What follows belongs to an exercise in optimizing a design on an open flow for small area, a short achievable clock period and few clock cycles per item; a production flow would make more cautious choices. Only simulation tests tie the RTL to the original design; equivalence was not proved. No activity file was given, so power comes from the tool's default toggle rates.

**design/flow/config.mk**
```make
export PLATFORM = sky130hd
export DESIGN_NAME = toroidal_life_grid_engine_core
export DESIGN_NICKNAME = toroidal_life_grid_engine_core
export VERILOG_FILES = /design/flow/design.v
export SDC_FILE = /design/flow/constraint.sdc
export NUM_CORES = 4
export LEC_CHECK = 0
export CAP_MARGIN = 20
export CORE_MARGIN = 2
export CORE_UTILIZATION = 40
export SLEW_MARGIN = 20
```
**design/flow/constraint.sdc**
```tcl
create_clock -name core_clock -period 5.0 [get_ports {i_clk}]
set_input_delay 1.0000 -clock core_clock [delete_from_list [all_inputs] [get_ports {i_clk}]]
set_output_delay 1.0000 -clock core_clock [all_outputs]
set_load 0.01 [all_outputs]
```
**design/flow/design.v**
```verilog
package tlg_pkg;
    localparam int GRID_DIM = 16;
    localparam int ROW_W    = $clog2(GRID_DIM);
    localparam int BIRTH_COUNT   = 3;
    localparam int SURVIVE_COUNT = 2;
    localparam int STEP_LAST = GRID_DIM + 2;
    localparam int CLR_LAST  = GRID_DIM - 1;
    localparam int CNT_W     = $clog2(STEP_LAST + 1);
    typedef logic [GRID_DIM-1:0] t_row_word;
    typedef logic [ROW_W-1:0]    t_row_addr;
    typedef logic [CNT_W-1:0]    t_cnt;
    typedef logic [3:0]          t_nbr_cnt;
    typedef enum logic [2:0] {
        REQ_READ   = 3'd0,
        REQ_WRITE  = 3'd1,
        REQ_TOGGLE = 3'd2,
        REQ_STEP   = 3'd3,
        REQ_CLEAR  = 3'd4
    } t_req_type;
    typedef enum logic [2:0] {
        ST_INIT,
        ST_IDLE,
        ST_CELL_RD,
        ST_CELL_WR,
        ST_STEP,
        ST_CLEAR,
        ST_DONE
    } t_state;
    typedef struct packed {
        logic      we;
        t_row_addr waddr;
        t_row_word wdata;
        logic      re;
        t_row_addr raddr;
    } t_ram_req;
endpackage
module tlg_row_ram (
    input  logic              i_clk,
    input  tlg_pkg::t_ram_req i_req,
    output tlg_pkg::t_row_word o_rdata
);
    tlg_pkg::t_row_word r_mem [0:tlg_pkg::GRID_DIM-1];
    tlg_pkg::t_row_word r_rdata;
    always_ff @(posedge i_clk) begin
        if (i_req.we) begin
            r_mem[i_req.waddr] <= i_req.wdata;
        end
    end
    always_ff @(posedge i_clk) begin
        if (i_req.re) begin
            r_rdata <= r_mem[i_req.raddr];
        end
    end
    assign o_rdata = r_rdata;
endmodule
module tlg_row_rule (
    input  tlg_pkg::t_row_word i_above,
    input  tlg_pkg::t_row_word i_center,
    input  tlg_pkg::t_row_word i_below,
    output tlg_pkg::t_row_word o_next
);
    for (genvar c = 0; c < tlg_pkg::GRID_DIM; c++) begin : g_col
        localparam int L = (c + tlg_pkg::GRID_DIM - 1) % tlg_pkg::GRID_DIM;
        localparam int R = (c + 1) % tlg_pkg::GRID_DIM;
        tlg_pkg::t_nbr_cnt n_cnt;
        assign n_cnt = tlg_pkg::t_nbr_cnt'(i_above[L])  + tlg_pkg::t_nbr_cnt'(i_above[c])
                     + tlg_pkg::t_nbr_cnt'(i_above[R])  + tlg_pkg::t_nbr_cnt'(i_center[L])
                     + tlg_pkg::t_nbr_cnt'(i_center[R]) + tlg_pkg::t_nbr_cnt'(i_below[L])
                     + tlg_pkg::t_nbr_cnt'(i_below[c])  + tlg_pkg::t_nbr_cnt'(i_below[R]);
        assign o_next[c] = (n_cnt == tlg_pkg::t_nbr_cnt'(tlg_pkg::BIRTH_COUNT))
                         | (i_center[c] & (n_cnt == tlg_pkg::t_nbr_cnt'(tlg_pkg::SURVIVE_COUNT)));
    end
endmodule
module toroidal_life_grid_engine_core (
    input  logic       i_clk,
    input  logic       i_rst_n,
    input  logic       s_axis_tvalid,
    output logic       s_axis_tready,
    input  logic [15:0] s_axis_tdata,   
    input  logic [2:0] s_axis_tuser,    
    output logic       m_axis_tvalid,
    input  logic       m_axis_tready,
    output logic [7:0] m_axis_tdata     
);
    tlg_pkg::t_state    r_state, n_state;
    tlg_pkg::t_cnt      r_cnt;
    logic [2:0]         r_req;
    tlg_pkg::t_row_addr r_row;
    tlg_pkg::t_row_addr r_col;
    logic      r_value;
    logic      r_res_cell, r_res_prev;
    logic      r_out_valid, r_out_cell, r_out_prev;
    tlg_pkg::t_row_word r_win_prev, r_win_cur, r_row0;
    tlg_pkg::t_ram_req  live_req, prior_req;
    tlg_pkg::t_row_word live_rdata, prior_rdata;
    tlg_pkg::t_row_word rule_below, rule_next;
    logic      accept, out_free, cell_old, cell_new;
    tlg_row_ram u_live_ram (
        .i_clk   (i_clk),
        .i_req   (live_req),
        .o_rdata (live_rdata)
    );
    tlg_row_ram u_prior_ram (
        .i_clk   (i_clk),
        .i_req   (prior_req),
        .o_rdata (prior_rdata)
    );
    assign rule_below = (r_cnt == tlg_pkg::t_cnt'(tlg_pkg::STEP_LAST)) ? r_row0 : live_rdata;
    tlg_row_rule u_rule (
        .i_above  (r_win_prev),
        .i_center (r_win_cur),
        .i_below  (rule_below),
        .o_next   (rule_next)
    );
    assign out_free = !r_out_valid || m_axis_tready;
    assign accept   = s_axis_tvalid && s_axis_tready;
    assign cell_old = live_rdata[r_col];
    always_comb begin
        unique case (r_req)
            tlg_pkg::REQ_WRITE:  cell_new = r_value;
            tlg_pkg::REQ_TOGGLE: cell_new = ~cell_old;
            default:    cell_new = cell_old;
        endcase
    end
    always_comb begin
        n_state = r_state;
        unique case (r_state)
            tlg_pkg::ST_INIT: begin
                if (r_cnt == tlg_pkg::t_cnt'(tlg_pkg::CLR_LAST)) n_state = tlg_pkg::ST_IDLE;
            end
            tlg_pkg::ST_IDLE: begin
                if (s_axis_tvalid) begin
                    unique case (s_axis_tuser)
                        tlg_pkg::REQ_READ, tlg_pkg::REQ_WRITE, tlg_pkg::REQ_TOGGLE: n_state = tlg_pkg::ST_CELL_RD;
                        tlg_pkg::REQ_STEP:                        n_state = tlg_pkg::ST_STEP;
                        tlg_pkg::REQ_CLEAR:                       n_state = tlg_pkg::ST_CLEAR;
                        default:                         n_state = tlg_pkg::ST_DONE;
                    endcase
                end
            end
            tlg_pkg::ST_CELL_RD: n_state = tlg_pkg::ST_CELL_WR;
            tlg_pkg::ST_CELL_WR: n_state = tlg_pkg::ST_DONE;
            tlg_pkg::ST_STEP: begin
                if (r_cnt == tlg_pkg::t_cnt'(tlg_pkg::STEP_LAST)) n_state = tlg_pkg::ST_DONE;
            end
            tlg_pkg::ST_CLEAR: begin
                if (r_cnt == tlg_pkg::t_cnt'(tlg_pkg::CLR_LAST)) n_state = tlg_pkg::ST_DONE;
            end
            tlg_pkg::ST_DONE: begin
                if (out_free) n_state = tlg_pkg::ST_IDLE;
            end
            default: n_state = tlg_pkg::ST_IDLE;
        endcase
    end
    always_comb begin
        live_req      = '0;
        prior_req     = '0;
        s_axis_tready = 1'b0;
        unique case (r_state)
            tlg_pkg::ST_IDLE: s_axis_tready = 1'b1;
            tlg_pkg::ST_INIT, tlg_pkg::ST_CLEAR: begin
                live_req.we     = 1'b1;
                live_req.waddr  = r_cnt[tlg_pkg::ROW_W-1:0];
                prior_req.we    = 1'b1;
                prior_req.waddr = r_cnt[tlg_pkg::ROW_W-1:0];
            end
            tlg_pkg::ST_CELL_RD: begin
                live_req.re     = 1'b1;
                live_req.raddr  = r_row;
                prior_req.re    = 1'b1;
                prior_req.raddr = r_row;
            end
            tlg_pkg::ST_CELL_WR: begin
                live_req.we    = 1'b1;
                live_req.waddr = r_row;
                live_req.wdata = live_rdata;
                live_req.wdata[r_col] = cell_new;
            end
            tlg_pkg::ST_STEP: begin
                live_req.re    = (r_cnt <= tlg_pkg::t_cnt'(tlg_pkg::GRID_DIM));
                live_req.raddr = tlg_pkg::t_row_addr'(r_cnt - tlg_pkg::t_cnt'(1));
                if (r_cnt >= tlg_pkg::t_cnt'(3)) begin
                    live_req.we     = 1'b1;
                    live_req.waddr  = tlg_pkg::t_row_addr'(r_cnt - tlg_pkg::t_cnt'(3));
                    live_req.wdata  = rule_next;
                    prior_req.we    = 1'b1;
                    prior_req.waddr = tlg_pkg::t_row_addr'(r_cnt - tlg_pkg::t_cnt'(3));
                    prior_req.wdata = r_win_cur;
                end
            end
            default: ;
        endcase
    end
    always_ff @(posedge i_clk) begin
        if (!i_rst_n) begin
            r_state     <= tlg_pkg::ST_INIT;
            r_cnt       <= '0;
            r_out_valid <= 1'b0;
        end else begin
            r_state <= n_state;
            if (r_state == tlg_pkg::ST_INIT || r_state == tlg_pkg::ST_STEP || r_state == tlg_pkg::ST_CLEAR) begin
                r_cnt <= r_cnt + tlg_pkg::t_cnt'(1);
            end else begin
                r_cnt <= '0;
            end
            if (r_state == tlg_pkg::ST_DONE && out_free) begin
                r_out_valid <= 1'b1;
            end else if (m_axis_tready) begin
                r_out_valid <= 1'b0;
            end
        end
    end
    always_ff @(posedge i_clk) begin
        if (accept) begin
            r_req      <= s_axis_tuser;
            r_col      <= s_axis_tdata[3:0];
            r_row      <= s_axis_tdata[7:4];
            r_value    <= s_axis_tdata[8];
            r_res_cell <= 1'b0;
            r_res_prev <= 1'b0;
        end
        if (r_state == tlg_pkg::ST_CELL_WR) begin
            r_res_cell <= cell_new;
            r_res_prev <= prior_rdata[r_col];
        end
        if (r_state == tlg_pkg::ST_STEP) begin
            if (r_cnt == tlg_pkg::t_cnt'(1)) begin
                r_win_prev <= live_rdata;
            end else if (r_cnt == tlg_pkg::t_cnt'(2)) begin
                r_win_cur <= live_rdata;
                r_row0    <= live_rdata;
            end else if (r_cnt >= tlg_pkg::t_cnt'(3) && r_cnt < tlg_pkg::t_cnt'(tlg_pkg::STEP_LAST)) begin
                r_win_prev <= r_win_cur;
                r_win_cur  <= live_rdata;
            end
        end
        if (r_state == tlg_pkg::ST_DONE && out_free) begin
            r_out_cell <= r_res_cell;
            r_out_prev <= r_res_prev;
        end
    end
    assign m_axis_tvalid = r_out_valid;
    assign m_axis_tdata  = {6'b0, r_out_prev, r_out_cell};
endmodule
```
**design/flow/run.sh**
```bash
#!/bin/bash
# synth_recipe.tcl (not shown) runs the flow's synth.tcl, then flattens the netlist and writes it again
# the make line also repeats each setting of config.mk as NAME=value (left out here)
make -C /OpenROAD-flow-scripts/flow DESIGN_CONFIG=/design/flow/config.mk WORK_HOME=/design/flow/orfs CLKGATE_MAP_FILE= SYNTH_SCRIPT=/design/flow/synth_recipe.tcl finish
```
==> summary.md <==
| Metric | Value |
|---|---|
| # clock sinks | 617 |
| Crit Reg-Reg Startpoint | r_cnt[3] |
| Dominant cell type by area after synthesis | edfxtp_1 |
| Clk slew on worst S/H paths | 60 ps |
| Count of cell types in the netlist | 79 |
| Measured slew at the worst slew-check pin | 1149 ps |
| Worst hold margin | 424.5 ps |
| First-pass GRT wire length | 110700 um |
| Seq. cell area | 18440 um^2 |
| Dpl hpwl | 44250 um |
| Synth top area share | 63.10% |
| Port bufs | 19 |
| FF+latch count, synth | 617 |
| Hold path cells | 0 |
| Req. time, crit path | 5240 ps |
| DRT Pass-1 Iters | 5 |
| Die area | 74510 um^2 |
| Drt initial violations | 1627 |
| Die Span Y | 273.0 um |
| Leak | 12.28 nW |
| Seq/Total Area, Yosys | 63.72% |
| Psw | 2.274 mW |
| Vias per std cell | 5.679 |
| Nets | 2333 |
| Footprint of the multi-input gates | 9575 um^2 |
| Startpoint types | flop |
| Hold path start | r_res_prev |
| Post-CTS resize count | 0 |
| Commonest non-fill, non-tap cell in the layout | edfxtp_1 |
| Worst-Skew Late Latency | 620 ps |
| Placeable Area | 71610 um^2 |
| Min Clock Period, post-route | 4746 ps |
| Cell count after synthesis | 2161 |
| Maximum root-to-sink buffer count | 3 |
| Clock skew | 24.04 ps |
| Total track usage | 19.72% |
| Routed WL per cell | 23.25 um |
| CP endpoint kind | flop |
| Share of power burned in registers | 52.1% |
| Ports | 33 |
| Crit Path Category | reg2reg |
| Slew HR | 23.38% |
| Chip width | 273.0 um |
| Largest fanout on the critical path | 16 |
| RSZ-0062 raised after global routing | no |
| Worst flop-to-flop path endpoint | u_live_ram.r_mem[6][13] |
| Setup violators final | 0 |
| Top FF cell, synth | edfxtp_1 |
| Synth area leaders | edfxtp_1 (63%), fa_1 (3.3%), ha_1 (3.2%) |
| Fill cell count | 6333 |
| Fin. max-slew vios | 0 |
| Final hold violation count | 0 |
| GPL Wtd Cong | 0.8333 |
| Outcome | no timing/DRC/antenna violations |
| Avg Synthesized Cell Area | 13.39 um^2 |
| Worst hold endpoint | r_out_prev |
| DRC viols | 0 |
| Number of diodes | 0 |
| Largest net degree at the start of global routing | 129 |
| Fmax | 0.2107 GHz |
| Synth Warn # | 2 |
| Vias post-DR | 18130 |
| CTS Hold Bufs | 0 |
| Number of H-tree levels | 3 |
| Data arrival, critical path | 4990 ps |
| Combinational share of power | 2.9% |
| Setup total negative slack | 0 ps |
| Site Rows | 98 |
| Path depth of the worst reg2reg path | 12 |
| Routed Antenna Nets | 0 |
| DRT Wirelength | 74220 um |
| Pwr Density | 336.2 nW/um^2 |
| FF-to-FF setup slack | 250 ps |
| Clk pwr share | 45.0% |
| Post-CTS setup buffer count | 0 |
| Share of cells above drive strength 1 | 15.43% |
| Most frequent cells in the layout | edfxtp_1 (608), nand2_1 (203), inv_1 (139), a31oi_1 (75) |
| Cell internal pwr | 8.738 mW |
| Starting density of the core | 40.41% |
| Worst setup margin | 254.3 ps |
| CTS Buf Count | 67 |
| VDD IR max | 242.9 uV |
| Netlist Area Pre-Place | 28940 um^2 |
| Maxcap violations | 0 |
| Dpl cell area | 30490 um^2 |
| TritonCTS clock tree | built |
| HP Class | reg2reg |
| Root cell of the clock tree | clkbuf_16 |
| Post-synth EDFFs | 608 |
| Switching fraction of total power | 20.65% |
| Synthesis-to-finish area growth | 13.18% |
| Post-synth ARST share | 0% |
| Period Utilization, post-route | 94.91% |
| Remaining Overflow, GRT | 0 |
| Vias in the first global route | 18150 |
| Initial antenna violation count | 3 |
| Total Power | 11.01 mW |
| Dpl ws | 251.0 ps |
| Post-route cell area | 32750 um^2 |
cell usage after synthesis, types with 10 or more instances:
master and count:
a31oi_1 75, nor2b_1 27, o31ai_1 29, edfxtp_1 608, o22ai_1 25, a31o_1 17, a211oi_1 64, inv_1 139
a31o_2 17, mux2_2 68, nor4_1 10, a221oi_1 16, a21oi_1 69, fa_1 47, xor2_1 14, and3_1 67
mux2i_1 56, o221ai_1 16, xnor2_1 15, nor3_1 16, nand2_1 204, buf_2 43, o21ai_0 71, ha_1 73
a221o_1 18, buf_1 13, clkbuf_1 63, nor2_1 104, buf_4 13, nand2b_1 11, nand3_1 34
layout make-up:
cell class	instances	area share, %
well taps	950	3.629
flip-flops and latches	617	56.30
clock inverters	39	1.326
multi-input cells	1267	29.24
clock buffers	83	5.398
inverters	141	1.616
repair buffers	96	2.498
power by group through the flow:
stage | clock network (mW) | logic [mW] | registers, mW
global route | 5.25 | 0.351 | 5.74
floorplan | 0 | 0.195 | 5.84
global placement | 0 | 0.317 | 5.84
detailed placement | 0 | 0.323 | 5.84
finish | 4.95 | 0.324 | 5.74
CTS | 5.05 | 0.325 | 5.73
state kept, by name, indices dropped and copies added (netlist names):
signal,flops
u_live_ram.r_mem,256
u_prior_ram.r_mem,256
r_row0,16
r_win_cur,16
r_win_prev,16
u_live_ram.r_rdata,16
u_prior_ram.r_rdata,16
r_cnt,5
r_col,4
r_row,4
r_req,3
r_state,3
r_out_cell,1
r_out_prev,1
r_out_valid,1
r_res_cell,1
r_res_prev,1
r_value,1
worst max-delay path, stage by stage, from the launching register on:
cell and delay, ps:
dfxtp_1 420, nor3b_2 280, nand2_1 440, buf_12 320
mux2i_1 630, xnor2_1 180, xnor2_1 160, ha_1 190
a311oi_1 390, fa_1 500, nor4_1 250, o21ai_0 240
o311ai_2 360
worst max-delay path by stage:
stage	slack, ps	from	to	depth (start not counted)
after floorplan	780	r_cnt[3]	u_live_ram.r_mem[0][4]	15
after global placement	300	r_cnt[3]	u_live_ram.r_mem[4][8]	13
after detailed placement	250	r_cnt[3]	u_live_ram.r_mem[1][0]	14
after CTS	200	r_cnt[3]	u_live_ram.r_mem[1][0]	14
after global routing	20	r_cnt[3]	u_live_ram.r_mem[10][0]	14
final	250	r_cnt[3]	u_live_ram.r_mem[6][13]	12
metal layers:
layer,wire length (um),global-route usage [%],up-vias
li1,-,-,8198
met1,31400,26.41,9189
met2,35440,32.38,619
met3,4853,3.225,126
met4,2512,7.363,2
met5,13,0,-
stage by stage:
stage / utilization, % / cells
after floorplan: - / 2166
after global placement: 42.54 / 3069
after detailed placement: 42.58 / 3071
after CTS: 45.65 / 3193
after global routing: 45.74 / 3193
final: 45.74 / 3193
cells by family (layout without fill, tap and decap cells):
logic type               Yosys count  after routing  share of synthesized area (%)
AND/OR/NAND/NOR                  515            515                          8.566
adder cells (fa/ha/maj)          123            123                          6.512
flip-flops                       617            617                          63.72
other                              1              6                        0.01296
XOR/XNOR                          29             29                         0.8778
buffers and inverters            282            359                          4.225
AO/OA/AOI/OAI                    462            462                          10.94
multiplexers                     132            132                          5.150
Testbench counts, summed over its fixed seeds: cycles 36,935, items 4,800.

==> port drivers added, routing unchanged <==
The results above use ideal ports. As a check the final layout listed here was re-extracted and re-timed, cells and wires unchanged.
Step 1 sets driving cells, clkbuf_16 on the clock port and buf_2 on the other inputs (assumed; they add their load-dependent delay and slew).
Step 2 times the ports against the registers' clock, not the clock port: input delays grow and output delays shrink by t, the midpoint of the rising clock arrivals with the driver on.
a / b / c = no drivers / after step 1 / after step 2; a / b = the first two.
shift t [ns]: 0.665
setup slack, ns: 0.254 / 0.254 / 0.254
latest minus earliest clock arrival (ns): 0.029 / 0.029
After both steps setup and hold are still met in this run. The setup slack of this run moves by 0.000 ns with the drivers and by 0.000 ns with both steps.
